Context: an optimization exercise on an open-source flow, tuned for small area, a short achievable clock period and few clock cycles. The choices shown serve that exercise and are no tape-out recipe. The RTL was checked by simulation tests, not by an equivalence proof against the original design. No activity file was given, so power comes from the tool's default toggle rates.

`design.v`:
```
package gaps_pkg;
  localparam int GRID_W     = 8;
  localparam int GRID_H     = 8;
  localparam int COORD_W    = 3;
  localparam int CELL_W     = 6;
  localparam int CELLS      = GRID_W * GRID_H;
  localparam int LIST_DEPTH = 64;
  localparam int FRAC_BITS  = 8;
  localparam int MAX_OUT    = 64;
  localparam int G_W        = 7;
  localparam int D2_W       = 7;
  localparam int DIRS       = 8;
  localparam logic       OP_LOAD   = 1'b0;
  localparam logic       OP_QUERY  = 1'b1;
  localparam logic [1:0] CODE_WALK = 2'd0;
  localparam logic [1:0] CODE_WALL = 2'd1;
  localparam logic [4*DIRS-1:0] STEP_DX = 32'h1FF10F01;
  localparam logic [4*DIRS-1:0] STEP_DY = 32'h1F1FF010;
  typedef struct packed {
    logic in_rdy;
    logic grid_wr;
    logic q_init;
    logic goal_rd;
    logic open_seed;
    logic scan_clr;
    logic scan_step;
    logic pop;
    logic nb_rd;
    logic nb_next;
    logic sq_start;
    logic child_wr;
    logic bt_take;
    logic em_init;
    logic em_load;
    logic em_next;
    logic fail_load;
  } gaps_cmd_t;
  typedef struct packed {
    logic in_vld;
    logic in_op;
    logic goal_wall;
    logic live_zero;
    logic scan_more;
    logic scan_pend;
    logic closed_full;
    logic cur_goal;
    logic nb_in;
    logic d_last;
    logic child_ok;
    logic sq_done;
    logic bt_stop;
    logic out_vld;
    logic out_last;
  } gaps_sts_t;
endpackage
module gaps_ram #(
  parameter int W = 8,
  parameter int D = 64
) (
  input  logic                 clk,
  input  logic                 we,
  input  logic [$clog2(D)-1:0] waddr,
  input  logic [W-1:0]         wdata,
  input  logic [$clog2(D)-1:0] raddr,
  output logic [W-1:0]         rdata
);
  logic [W-1:0] mem [D];
  always_ff @(posedge clk) begin
    if (we) begin
      mem[waddr] <= wdata;
    end
    rdata <= mem[raddr];
  end
endmodule
module gaps_sqrt #(
  parameter int R_W = 24
) (
  input  logic             clk,
  input  logic             rst_n,
  input  logic             start,
  input  logic [R_W-1:0]   rad,
  output logic             busy,
  output logic             done,
  output logic [R_W/2-1:0] root
);
  localparam int H_W   = R_W / 2;
  localparam int RM    = H_W + 3;
  localparam int CNT_W = $clog2(H_W + 1);
  logic [R_W-1:0]   rad_r;
  logic [RM-1:0]    rem_r;
  logic [H_W-1:0]   root_r;
  logic [CNT_W-1:0] cnt_r;
  logic             busy_r;
  logic             done_r;
  logic [RM-1:0]    rem_sh;
  logic [RM-1:0]    trial;
  logic             ge;
  assign rem_sh = {rem_r[RM-3:0], rad_r[R_W-1:R_W-2]};
  assign trial  = {1'b0, root_r, 2'b01};
  assign ge     = (rem_sh >= trial);
  always_ff @(posedge clk) begin
    if (!rst_n) begin
      busy_r <= 1'b0;
      done_r <= 1'b0;
      cnt_r  <= '0;
    end else begin
      done_r <= 1'b0;
      if (start) begin
        busy_r <= 1'b1;
        cnt_r  <= '0;
      end else if (busy_r) begin
        cnt_r <= cnt_r + CNT_W'(1);
        if (cnt_r == CNT_W'(H_W - 1)) begin
          busy_r <= 1'b0;
          done_r <= 1'b1;
        end
      end
    end
  end
  always_ff @(posedge clk) begin
    if (start) begin
      rad_r  <= rad;
      rem_r  <= '0;
      root_r <= '0;
    end else if (busy_r) begin
      rad_r  <= {rad_r[R_W-3:0], 2'b00};
      rem_r  <= ge ? (rem_sh - trial) : rem_sh;
      root_r <= {root_r[H_W-2:0], ge};
    end
  end
  assign busy = busy_r;
  assign done = done_r;
  assign root = root_r;
endmodule
module gaps_ctrl (
  input  logic                clk,
  input  logic                rst_n,
  input  gaps_pkg::gaps_sts_t sts,
  output gaps_pkg::gaps_cmd_t cmd
);
  localparam logic [3:0] S_IDLE = 4'd0;
  localparam logic [3:0] S_GCHK = 4'd1;
  localparam logic [3:0] S_GDAT = 4'd2;
  localparam logic [3:0] S_SEL  = 4'd3;
  localparam logic [3:0] S_SCAN = 4'd4;
  localparam logic [3:0] S_POP  = 4'd5;
  localparam logic [3:0] S_EXP  = 4'd6;
  localparam logic [3:0] S_EXPW = 4'd7;
  localparam logic [3:0] S_SQ   = 4'd8;
  localparam logic [3:0] S_BTR  = 4'd9;
  localparam logic [3:0] S_BTD  = 4'd10;
  localparam logic [3:0] S_EMI  = 4'd11;
  localparam logic [3:0] S_EMR  = 4'd12;
  localparam logic [3:0] S_EML  = 4'd13;
  localparam logic [3:0] S_EMW  = 4'd14;
  localparam logic [3:0] S_FAIL = 4'd15;
  logic [3:0] state_r;
  logic [3:0] state_nxt;
  always_comb begin
    cmd       = '0;
    state_nxt = state_r;
    case (state_r)
      S_IDLE: begin
        cmd.in_rdy = 1'b1;
        if (sts.in_vld) begin
          if (sts.in_op == gaps_pkg::OP_QUERY) begin
            cmd.q_init = 1'b1;
            state_nxt  = S_GCHK;
          end else begin
            cmd.grid_wr = 1'b1;
          end
        end
      end
      S_GCHK: begin
        cmd.goal_rd = 1'b1;
        state_nxt   = S_GDAT;
      end
      S_GDAT: begin
        if (sts.goal_wall) begin
          state_nxt = S_FAIL;
        end else begin
          cmd.open_seed = 1'b1;
          state_nxt     = S_SEL;
        end
      end
      S_SEL: begin
        if (sts.live_zero) begin
          state_nxt = S_FAIL;
        end else begin
          cmd.scan_clr = 1'b1;
          state_nxt    = S_SCAN;
        end
      end
      S_SCAN: begin
        if (!sts.scan_more && !sts.scan_pend) begin
          state_nxt = S_POP;
        end else begin
          cmd.scan_step = 1'b1;
        end
      end
      S_POP: begin
        if (sts.closed_full) begin
          state_nxt = S_FAIL;
        end else begin
          cmd.pop   = 1'b1;
          state_nxt = sts.cur_goal ? S_BTR : S_EXP;
        end
      end
      S_EXP: begin
        if (sts.nb_in) begin
          cmd.nb_rd = 1'b1;
          state_nxt = S_EXPW;
        end else if (sts.d_last) begin
          state_nxt = S_SEL;
        end else begin
          cmd.nb_next = 1'b1;
        end
      end
      S_EXPW: begin
        if (sts.child_ok) begin
          cmd.sq_start = 1'b1;
          state_nxt    = S_SQ;
        end else if (sts.d_last) begin
          state_nxt = S_SEL;
        end else begin
          cmd.nb_next = 1'b1;
          state_nxt   = S_EXP;
        end
      end
      S_SQ: begin
        if (sts.sq_done) begin
          cmd.child_wr = 1'b1;
          if (sts.d_last) begin
            state_nxt = S_SEL;
          end else begin
            cmd.nb_next = 1'b1;
            state_nxt   = S_EXP;
          end
        end
      end
      S_BTR: begin
        state_nxt = S_BTD;
      end
      S_BTD: begin
        cmd.bt_take = 1'b1;
        state_nxt   = sts.bt_stop ? S_EMI : S_BTR;
      end
      S_EMI: begin
        cmd.em_init = 1'b1;
        state_nxt   = S_EMR;
      end
      S_EMR: begin
        state_nxt = S_EML;
      end
      S_EML: begin
        cmd.em_load = 1'b1;
        state_nxt   = S_EMW;
      end
      S_EMW: begin
        if (!sts.out_vld) begin
          if (sts.out_last) begin
            state_nxt = S_IDLE;
          end else begin
            cmd.em_next = 1'b1;
            state_nxt   = S_EMR;
          end
        end
      end
      S_FAIL: begin
        cmd.fail_load = 1'b1;
        state_nxt     = S_EMW;
      end
      default: begin
        state_nxt = S_IDLE;
      end
    endcase
  end
  always_ff @(posedge clk) begin
    if (!rst_n) begin
      state_r <= S_IDLE;
    end else begin
      state_r <= state_nxt;
    end
  end
endmodule
module gaps_dp #(
  parameter int LIST_DEPTH = gaps_pkg::LIST_DEPTH,
  parameter int FRAC_BITS  = gaps_pkg::FRAC_BITS
) (
  input  logic                clk,
  input  logic                rst_n,
  input  gaps_pkg::gaps_cmd_t cmd,
  output gaps_pkg::gaps_sts_t sts,
  input  logic                in_valid,
  input  logic                in_op,
  input  logic [2:0]          in_cell_x,
  input  logic [2:0]          in_cell_y,
  input  logic [1:0]          in_cell_value,
  input  logic [2:0]          in_start_x,
  input  logic [2:0]          in_start_y,
  input  logic [2:0]          in_goal_x,
  input  logic [2:0]          in_goal_y,
  input  logic                out_ready,
  output logic                out_valid,
  output logic [2:0]          out_path_x,
  output logic [2:0]          out_path_y,
  output logic                out_found,
  output logic                out_last
);
  localparam int CELL_W  = gaps_pkg::CELL_W;
  localparam int CELLS   = gaps_pkg::CELLS;
  localparam int G_W     = gaps_pkg::G_W;
  localparam int CW      = $clog2(LIST_DEPTH);
  localparam int LC_W    = $clog2(LIST_DEPTH + 1);
  localparam int SL_W    = $clog2(CELLS);
  localparam int SC_W    = $clog2(CELLS + 1);
  localparam int RAD_RAW = gaps_pkg::D2_W + 2 * FRAC_BITS;
  localparam int R_W     = RAD_RAW + (RAD_RAW % 2);
  localparam int H_W     = R_W / 2;
  localparam int F_W     = G_W + FRAC_BITS;
  localparam int OW      = CELL_W + CW + G_W + F_W;
  localparam int CDW     = CELL_W + CW;
  logic [2:0]        sx_r, sy_r, gx_r, gy_r;
  logic [CELLS-1:0]  grid_vld_r;
  logic [CELLS-1:0]  open_flag_r;
  logic [CELLS-1:0]  closed_flag_r;
  logic [SL_W-1:0]   grid_rd_idx_r;
  logic [SC_W-1:0]   app_r;
  logic [SC_W-1:0]   scan_i_r;
  logic              scan_pend_r;
  logic [LC_W-1:0]   live_r;
  logic [LC_W-1:0]   closed_cnt_r;
  logic              best_vld_r;
  logic [F_W-1:0]    best_f_r;
  logic [G_W-1:0]    best_g_r;
  logic [CW-1:0]     best_par_r;
  logic [CELL_W-1:0] best_cell_r;
  logic [CELL_W-1:0] cur_cell_r;
  logic [G_W-1:0]    cur_g_r;
  logic [CW-1:0]     cur_idx_r;
  logic [2:0]        d_r;
  logic [CELL_W-1:0] nb_cell_r;
  logic [CW-1:0]     bt_idx_r;
  logic [LC_W-1:0]   len_r;
  logic [LC_W-1:0]   k_r;
  logic [LC_W-1:0]   n_r;
  logic              out_vld_r;
  logic [2:0]        out_x_r, out_y_r;
  logic              out_found_r;
  logic              out_last_r;
  logic [1:0]        grid_rd;
  logic [SL_W-1:0]   grid_raddr;
  logic [OW-1:0]     open_wdata, open_rd;
  logic [CDW-1:0]    closed_rd;
  logic [CELL_W-1:0] chain_rd;
  logic [CW-1:0]     em_addr;
  logic [CELL_W-1:0] start_cell, goal_cell;
  logic [1:0]        grid_code;
  logic [3:0]        step_dx, step_dy;
  logic [4:0]        nx, ny;
  logic              nb_in;
  logic [CELL_W-1:0] nb_cell;
  logic [2:0]        ddx, ddy;
  logic [5:0]        ex, ey;
  logic [6:0]        d2;
  logic [R_W-1:0]    rad;
  logic              sq_busy, sq_done;
  logic [H_W-1:0]    h;
  logic [G_W-1:0]    g1;
  logic [F_W-1:0]    f_child;
  logic [CELL_W-1:0] rd_cell;
  logic [CW-1:0]     rd_par;
  logic [G_W-1:0]    rd_g;
  logic [F_W-1:0]    rd_f;
  logic              take_best;
  logic [CELL_W-1:0] cl_cell;
  logic [CW-1:0]     cl_par;
  logic [LC_W-1:0]   n_val;
  assign start_cell = {sy_r, sx_r};
  assign goal_cell  = {gy_r, gx_r};
  assign step_dx = gaps_pkg::STEP_DX[4*d_r +: 4];
  assign step_dy = gaps_pkg::STEP_DY[4*d_r +: 4];
  assign nx      = {2'b00, cur_cell_r[2:0]} + {step_dx[3], step_dx};
  assign ny      = {2'b00, cur_cell_r[5:3]} + {step_dy[3], step_dy};
  assign nb_in   = !nx[4] && !ny[4] && (nx < 5'(gaps_pkg::GRID_W)) && (ny < 5'(gaps_pkg::GRID_H));
  assign nb_cell = {ny[2:0], nx[2:0]};
  assign grid_raddr = cmd.goal_rd ? goal_cell : nb_cell;
  assign grid_code  = grid_vld_r[grid_rd_idx_r] ? grid_rd : gaps_pkg::CODE_WALK;
  assign ddx = (nb_cell_r[2:0] >= gx_r) ? (nb_cell_r[2:0] - gx_r) : (gx_r - nb_cell_r[2:0]);
  assign ddy = (nb_cell_r[5:3] >= gy_r) ? (nb_cell_r[5:3] - gy_r) : (gy_r - nb_cell_r[5:3]);
  assign ex  = {3'b000, ddx};
  assign ey  = {3'b000, ddy};
  assign d2  = 7'(ex * ex) + 7'(ey * ey);
  assign rad = R_W'({d2, {(2 * FRAC_BITS){1'b0}}});
  assign g1      = cur_g_r + G_W'(1);
  assign f_child = F_W'({g1, {FRAC_BITS{1'b0}}}) + F_W'(h);
  assign rd_f    = open_rd[F_W-1:0];
  assign rd_g    = open_rd[F_W +: G_W];
  assign rd_par  = open_rd[F_W+G_W +: CW];
  assign rd_cell = open_rd[F_W+G_W+CW +: CELL_W];
  assign take_best = scan_pend_r && open_flag_r[rd_cell] && (!best_vld_r || (best_f_r > rd_f));
  assign cl_par  = closed_rd[CW-1:0];
  assign cl_cell = closed_rd[CW +: CELL_W];
  assign open_wdata = cmd.open_seed ? {start_cell, {CW{1'b0}}, {G_W{1'b0}}, {F_W{1'b0}}}
                                    : {nb_cell_r, cur_idx_r, g1, f_child};
  assign em_addr = CW'(len_r - LC_W'(1) - k_r);
  assign n_val   = (32'(len_r) > 32'(gaps_pkg::MAX_OUT)) ? LC_W'(gaps_pkg::MAX_OUT) : len_r;
  gaps_ram #(.W(2), .D(CELLS)) u_grid (
    .clk   (clk),
    .we    (cmd.grid_wr),
    .waddr ({in_cell_y, in_cell_x}),
    .wdata (in_cell_value),
    .raddr (grid_raddr),
    .rdata (grid_rd)
  );
  gaps_ram #(.W(OW), .D(CELLS)) u_open (
    .clk   (clk),
    .we    (cmd.open_seed || cmd.child_wr),
    .waddr (app_r[SL_W-1:0]),
    .wdata (open_wdata),
    .raddr (scan_i_r[SL_W-1:0]),
    .rdata (open_rd)
  );
  gaps_ram #(.W(CDW), .D(LIST_DEPTH)) u_closed (
    .clk   (clk),
    .we    (cmd.pop),
    .waddr (closed_cnt_r[CW-1:0]),
    .wdata ({best_cell_r, best_par_r}),
    .raddr (bt_idx_r),
    .rdata (closed_rd)
  );
  gaps_ram #(.W(CELL_W), .D(LIST_DEPTH)) u_chain (
    .clk   (clk),
    .we    (cmd.bt_take),
    .waddr (len_r[CW-1:0]),
    .wdata (cl_cell),
    .raddr (em_addr),
    .rdata (chain_rd)
  );
  gaps_sqrt #(.R_W(R_W)) u_sqrt (
    .clk   (clk),
    .rst_n (rst_n),
    .start (cmd.sq_start),
    .rad   (rad),
    .busy  (sq_busy),
    .done  (sq_done),
    .root  (h)
  );
  always_ff @(posedge clk) begin
    if (!rst_n) begin
      grid_vld_r    <= '0;
      open_flag_r   <= '0;
      closed_flag_r <= '0;
      app_r         <= '0;
      scan_i_r      <= '0;
      scan_pend_r   <= 1'b0;
      live_r        <= '0;
      closed_cnt_r  <= '0;
      best_vld_r    <= 1'b0;
      d_r           <= '0;
      len_r         <= '0;
      k_r           <= '0;
      n_r           <= '0;
      out_vld_r     <= 1'b0;
    end else begin
      if (cmd.grid_wr) begin
        grid_vld_r[{in_cell_y, in_cell_x}] <= 1'b1;
      end
      if (cmd.q_init) begin
        open_flag_r   <= '0;
        closed_flag_r <= '0;
        app_r         <= '0;
        live_r        <= '0;
        closed_cnt_r  <= '0;
      end
      if (cmd.open_seed) begin
        open_flag_r[start_cell] <= 1'b1;
        app_r  <= app_r + SC_W'(1);
        live_r <= live_r + LC_W'(1);
      end
      if (cmd.scan_clr) begin
        scan_i_r    <= '0;
        scan_pend_r <= 1'b0;
        best_vld_r  <= 1'b0;
      end
      if (cmd.scan_step) begin
        scan_pend_r <= (scan_i_r < app_r);
        if (scan_i_r < app_r) begin
          scan_i_r <= scan_i_r + SC_W'(1);
        end
        if (take_best) begin
          best_vld_r <= 1'b1;
        end
      end
      if (cmd.pop) begin
        open_flag_r[best_cell_r]   <= 1'b0;
        closed_flag_r[best_cell_r] <= 1'b1;
        live_r       <= live_r - LC_W'(1);
        closed_cnt_r <= closed_cnt_r + LC_W'(1);
        d_r          <= '0;
        len_r        <= '0;
      end
      if (cmd.nb_next) begin
        d_r <= d_r + 3'd1;
      end
      if (cmd.child_wr) begin
        open_flag_r[nb_cell_r] <= 1'b1;
        app_r  <= app_r + SC_W'(1);
        live_r <= live_r + LC_W'(1);
      end
      if (cmd.bt_take) begin
        len_r <= len_r + LC_W'(1);
      end
      if (cmd.em_init) begin
        k_r <= '0;
        n_r <= n_val;
      end
      if (cmd.em_next) begin
        k_r <= k_r + LC_W'(1);
      end
      if (cmd.em_load || cmd.fail_load) begin
        out_vld_r <= 1'b1;
      end else if (out_ready) begin
        out_vld_r <= 1'b0;
      end
    end
  end
  always_ff @(posedge clk) begin
    grid_rd_idx_r <= grid_raddr;
    if (cmd.q_init) begin
      sx_r <= in_start_x;
      sy_r <= in_start_y;
      gx_r <= in_goal_x;
      gy_r <= in_goal_y;
    end
    if (cmd.scan_step && take_best) begin
      best_f_r    <= rd_f;
      best_g_r    <= rd_g;
      best_par_r  <= rd_par;
      best_cell_r <= rd_cell;
    end
    if (cmd.pop) begin
      cur_cell_r <= best_cell_r;
      cur_g_r    <= best_g_r;
      cur_idx_r  <= closed_cnt_r[CW-1:0];
      bt_idx_r   <= closed_cnt_r[CW-1:0];
    end
    if (cmd.nb_rd) begin
      nb_cell_r <= nb_cell;
    end
    if (cmd.bt_take) begin
      bt_idx_r <= cl_par;
    end
    if (cmd.em_load) begin
      out_x_r     <= chain_rd[2:0];
      out_y_r     <= chain_rd[5:3];
      out_found_r <= 1'b1;
      out_last_r  <= (k_r == n_r - LC_W'(1));
    end else if (cmd.fail_load) begin
      out_x_r     <= sx_r;
      out_y_r     <= sy_r;
      out_found_r <= 1'b0;
      out_last_r  <= 1'b1;
    end
  end
  always_comb begin
    sts             = '0;
    sts.in_vld      = in_valid;
    sts.in_op       = in_op;
    sts.goal_wall   = (grid_code == gaps_pkg::CODE_WALL);
    sts.live_zero   = (live_r == '0);
    sts.scan_more   = (scan_i_r < app_r);
    sts.scan_pend   = scan_pend_r;
    sts.closed_full = (closed_cnt_r >= LC_W'(LIST_DEPTH));
    sts.cur_goal    = (best_cell_r == goal_cell);
    sts.nb_in       = nb_in;
    sts.d_last      = (d_r == 3'd7);
    sts.child_ok    = (grid_code == gaps_pkg::CODE_WALK) && !open_flag_r[nb_cell_r] &&
                      !closed_flag_r[nb_cell_r] && (live_r < LC_W'(LIST_DEPTH));
    sts.sq_done     = sq_done;
    sts.bt_stop     = (cl_cell == start_cell) || (len_r + LC_W'(1) == LC_W'(LIST_DEPTH)) ||
                      (LC_W'(cl_par) >= closed_cnt_r);
    sts.out_vld     = out_vld_r;
    sts.out_last    = out_last_r;
  end
  assign out_valid  = out_vld_r;
  assign out_path_x = out_x_r;
  assign out_path_y = out_y_r;
  assign out_found  = out_found_r;
  assign out_last   = out_last_r;
endmodule
module grid_astar_path_search_core #(
  parameter int LIST_DEPTH = gaps_pkg::LIST_DEPTH,
  parameter int FRAC_BITS  = gaps_pkg::FRAC_BITS
) (
  input  logic       clk,
  input  logic       rst_n,
  input  logic       in_valid,
  output logic       in_ready,
  input  logic       in_op,
  input  logic [2:0] in_cell_x,
  input  logic [2:0] in_cell_y,
  input  logic [1:0] in_cell_value,
  input  logic [2:0] in_start_x,
  input  logic [2:0] in_start_y,
  input  logic [2:0] in_goal_x,
  input  logic [2:0] in_goal_y,
  input  logic       out_ready,
  output logic       out_valid,
  output logic [2:0] out_path_x,
  output logic [2:0] out_path_y,
  output logic       out_found,
  output logic       out_last
);
  gaps_pkg::gaps_cmd_t cmd;
  gaps_pkg::gaps_sts_t sts;
  gaps_ctrl u_ctrl (
    .clk   (clk),
    .rst_n (rst_n),
    .sts   (sts),
    .cmd   (cmd)
  );
  gaps_dp #(
    .LIST_DEPTH (LIST_DEPTH),
    .FRAC_BITS  (FRAC_BITS)
  ) u_dp (
    .clk           (clk),
    .rst_n         (rst_n),
    .cmd           (cmd),
    .sts           (sts),
    .in_valid      (in_valid),
    .in_op         (in_op),
    .in_cell_x     (in_cell_x),
    .in_cell_y     (in_cell_y),
    .in_cell_value (in_cell_value),
    .in_start_x    (in_start_x),
    .in_start_y    (in_start_y),
    .in_goal_x     (in_goal_x),
    .in_goal_y     (in_goal_y),
    .out_ready     (out_ready),
    .out_valid     (out_valid),
    .out_path_x    (out_path_x),
    .out_path_y    (out_path_y),
    .out_found     (out_found),
    .out_last      (out_last)
  );
  assign in_ready = cmd.in_rdy;
endmodule
```
`run.sh`:
```
#!/bin/bash
# synth_recipe.tcl (not shown) runs the flow's synth.tcl, then flattens the netlist and writes it again
# the make line also repeats each setting of config.mk as NAME=value (left out here)
make -C /OpenROAD-flow-scripts/flow DESIGN_CONFIG=/design/flow/config.mk WORK_HOME=/design/flow/orfs CLKGATE_MAP_FILE= SYNTH_SCRIPT=/design/flow/synth_recipe.tcl finish
```
`config.mk`:
```
export PLATFORM = sky130hd
export DESIGN_NAME = grid_astar_path_search_core
export DESIGN_NICKNAME = grid_astar_path_search_core
export VERILOG_FILES = /design/flow/design.v
export SDC_FILE = /design/flow/constraint.sdc
export NUM_CORES = 4
export LEC_CHECK = 0
export CAP_MARGIN = 20
export CORE_MARGIN = 2
export CORE_UTILIZATION = 40
export SLEW_MARGIN = 20
```
`constraint.sdc`:
```
create_clock -name core_clock -period 6.5 [get_ports {clk}]
set_input_delay 1.3000 -clock core_clock [delete_from_list [all_inputs] [get_ports {clk}]]
set_output_delay 1.3000 -clock core_clock [all_outputs]
set_load 0.01 [all_outputs]
```
==> results.txt <==
## logic make-up (layout without fill, tap and decap cells)
family | Yosys count | in the layout | share of synthesized area [%]
AOI/OAI and AO/OA | 589 | 589 | 2.43
buffers and inverters | 564 | 1143 | 1.41
and+or+nand+nor | 1304 | 1304 | 3.83
other | 0 | 8 | 0
muxes | 1240 | 1240 | 17.2
DFF | 3891 | 3891 | 73.7
xor gates and xnor gates | 82 | 82 | 0.467
adders and majority gates | 114 | 114 | 0.971
## cell usage after synthesis (64+ instances only)
| cell | number | area [µm²] |
|---|---|---|
| edfxtp_1 | 3547 | 107000 |
| mux4_2 | 1121 | 25200 |
| nor2_1 | 568 | 2130 |
| dfxtp_1 | 344 | 6890 |
| clkbuf_1 | 316 | 1190 |
| nand2_1 | 258 | 968 |
| nand3_1 | 153 | 766 |
| a21oi_1 | 147 | 736 |
| inv_1 | 116 | 435 |
| ha_1 | 105 | 1310 |
| mux2i_1 | 102 | 1020 |
| buf_1 | 95 | 357 |
| a31oi_1 | 92 | 576 |
| nor3_1 | 87 | 435 |
| o21ai_1 | 64 | 320 |
## report_power, final
part / switching (µW) / internal [µW]
clock network: 9550 / 13000
logic: 4090 / 1990
registers: 347 / 28700
total: 14000 / 43600
## flip-flops by register name, indices dropped and copies added, names as in the netlist, 13 cells and up
register and flops:
u_dp.u_chain.mem 384, u_dp.u_open.mem 2176, u_dp.u_open.rdata 34, u_dp.u_sqrt.rem_r 13, u_dp.u_closed.mem 768, u_dp.grid_vld_r 64, u_dp.closed_flag_r 64, u_dp.best_f_r 15
u_dp.open_flag_r 64, u_dp.u_grid.mem 128
## routing by layer
metal | GRT usage (%) | up-vias
met5 | 0 | -
li1 | - | 32400
met4 | 5.78 | 2
met2 | 29.8 | 2941
met3 | 3.14 | 644
met1 | 26.9 | 40900
## cell type report
type	instances	area (µm²)	area share [%]
clock buffer	495	10600	6.06
antenna	8	20.0	0.0114
inverter	124	468	0.267
multi-input combinational	3329	39400	22.5
timing repair buffer	277	2580	1.48
clock inverter	247	2270	1.30
sequential	3891	113000	64.8
tap	5038	6300	3.60
## per-stage QoR
stage          hold slack (ns)  cell area (µm²)  total power (µW)
2_1_floorplan            0.386           154000             33100
3_3_place_gp             0.389           162000             35400
3_5_place_dp             0.389           162000             35600
4_1_cts                  0.380           175000             58000
5_1_grt                  0.397           175000             59400
6_report                 0.379           175000             57600
## critical path: stages, from the launching register on
cell	delay, ns
dfxtp_1	0.77
buf_4	0.40
mux2i_1	0.27
a22oi_1	0.09
a41oi_1	0.26
nand4b_1	0.18
nand4b_1	0.45
a21oi_4	0.23
or4_1	0.95
nor2_4	0.87
buf_4	0.36
## path summary, 6_finish.rpt
| kind | from | end | depth (start not counted) |
|---|---|---|---|
| setup / recovery | u_dp.grid_rd_idx_r[2]$_DFF_P_ | u_dp.u_open.mem[20][29]$_DFFE_PP_ | 10 |
| hold / removal | u_dp.u_open.rdata[21]$_DFF_P_ | u_dp.best_g_r[6]$_DFFE_PP_ | 0 |
| setup reg to reg | u_dp.grid_rd_idx_r[2]$_DFF_P_ | u_dp.u_open.mem[20][29]$_DFFE_PP_ | 10 |
| hold reg to reg | u_dp.u_open.rdata[21]$_DFF_P_ | u_dp.best_g_r[6]$_DFFE_PP_ | 0 |
==> reports/summary.txt <==
Via count -> 76,900
CTS resizes -> 0
Async set or reset register ratio after synthesis -> 0%
Status -> timing/DRC/antenna clean
Pre-CTS setup slack -> 1.33 ns
Most frequent cells in the layout -> edfxtp_1, mux4_2, nor2_1
Overall global routing resource usage -> 18.9%
Worst skew pair latency -> 0.98 ns
Sequential-to-total area share from yosys stat -> 73.7%
Std-Cell Core Area -> 383,000 µm²
HP Class -> reg -> reg
Die area -> 390,000 µm²
Final setup violation count -> 0
Die H -> 624 µm
Final setup TNS -> 0 ns
Syn-to-layout area delta -> 13.7%
DRT Pass-1 Iters -> 6
Wl on met1 -> 159 mm
Post-Place Cells -> 12,700
Clock Skews -> 0.0667 ns
Slew @ Worst Pin -> 1.24 ns
Starting Density -> 40.2%
Number of remaining DRC errors -> 0
Hpwl dp -> 228 mm
Final RePlAce weighted congestion -> 0.879
Cell leakage power -> 0.0539 µW
Syn avg cell area -> 19.8 µm²
Share of cells above drive strength 1 -> 25.7%
Worst setup SP type -> flop
Die W -> 624 µm
Met2 wire len -> 176 mm
Syn nets -> 7,923
Fmax achieved -> 0.190 GHz
Clock Pin Slew Worst Setup and Hold Paths -> 0.06 ns
Max VDD drop -> 0.337 mV
Routed length per placed instance -> 27.8 µm
First-pass GRT wire length -> 546 mm
R2r setup slk -> 1.25 ns
Synth Instances -> 7,784
Max Cap Viol -> 0
Nets -> 8,159
CTS tree -> built
Worst EP arrival -> 5.87 ns
Slew Limit Fails -> 0
Final ANT Viol Nets -> 0
Top layer used by detailed routing -> met5
Period minus WS final -> 5.25 ns
Top FF cell, synth -> edfxtp_1
TritonCTS Buffers -> 397
Most common cell after layout, fill and taps aside -> edfxtp_1
Starting DRT DRC Count -> 8,927
Maximum number of pins on one net before global-route repair -> 159
Synth Cell Area -> 154,000 µm²
Headroom to the max-slew limit -> 17.0%
WL final -> 372 mm
Final std cells w/o fill -> 13,400
Via-to-Cell Ratio -> 5.74
Clk sink count -> 3,891
Boundary pin count -> 35
Crit path max fanout -> 23
Power Density -> 329 nW/µm²
I/O Buffers -> 34
Fillers -> 31,700
Vias in the first global route -> 78,000
Synth Warn # -> 7
DR WL met3 -> 26.4 mm
CTS H-tree depth -> 5
RSZ-0062 raised after global routing -> false
Fin crit share -> 80.8%
Number of synthesized flops with an enable pin -> 3,547
Finished Core Util -> 45.8%
Seq cells post-synth -> 3,891
CTS Hold Bufs -> 0
Initial antenna violation count -> 21
Worst setup EP type -> flop
Netlist cell types -> 83
WS Path Type -> reg -> reg
Worst endpoint required time -> 7.11 ns
Root buffer cell -> clkbuf_16
Grt ovf -> 0
Final-report hold violation count -> 0
Setup Fix Bufs, Post-CTS -> 0
Deepest clock path buffer count -> 4
Worst Slack Setup Final -> 1.25 ns
FP Rows -> 227
Testbench counts, summed over its fixed seeds: cycles 243,270.

afterwards: timing with drivers on the ports:
How much do the figures lean on ideal ports? The routed layout below was timed once more, with nothing changed but the port constraints.
Step 1: set_driving_cell puts a clkbuf_16 on clk and a buf_2 on each other input, an assumption about the parent block.
Step 2, shift: input delay + t, output delay - t, t = (earliest + latest rising clock arrival at the registers) / 2. This alone moves slack from input paths to output paths.
Three values: ideal ports, drivers, drivers and shift; two values: the first two.
t, ns: 1.047
slack for setup (ns): 1.245 / 1.245 / 1.245
worst setup path at the end: register to register
After both steps setup and hold are still met in this run. The setup slack of this run moves by 0.000 ns with the drivers and by 0.000 ns with both steps.
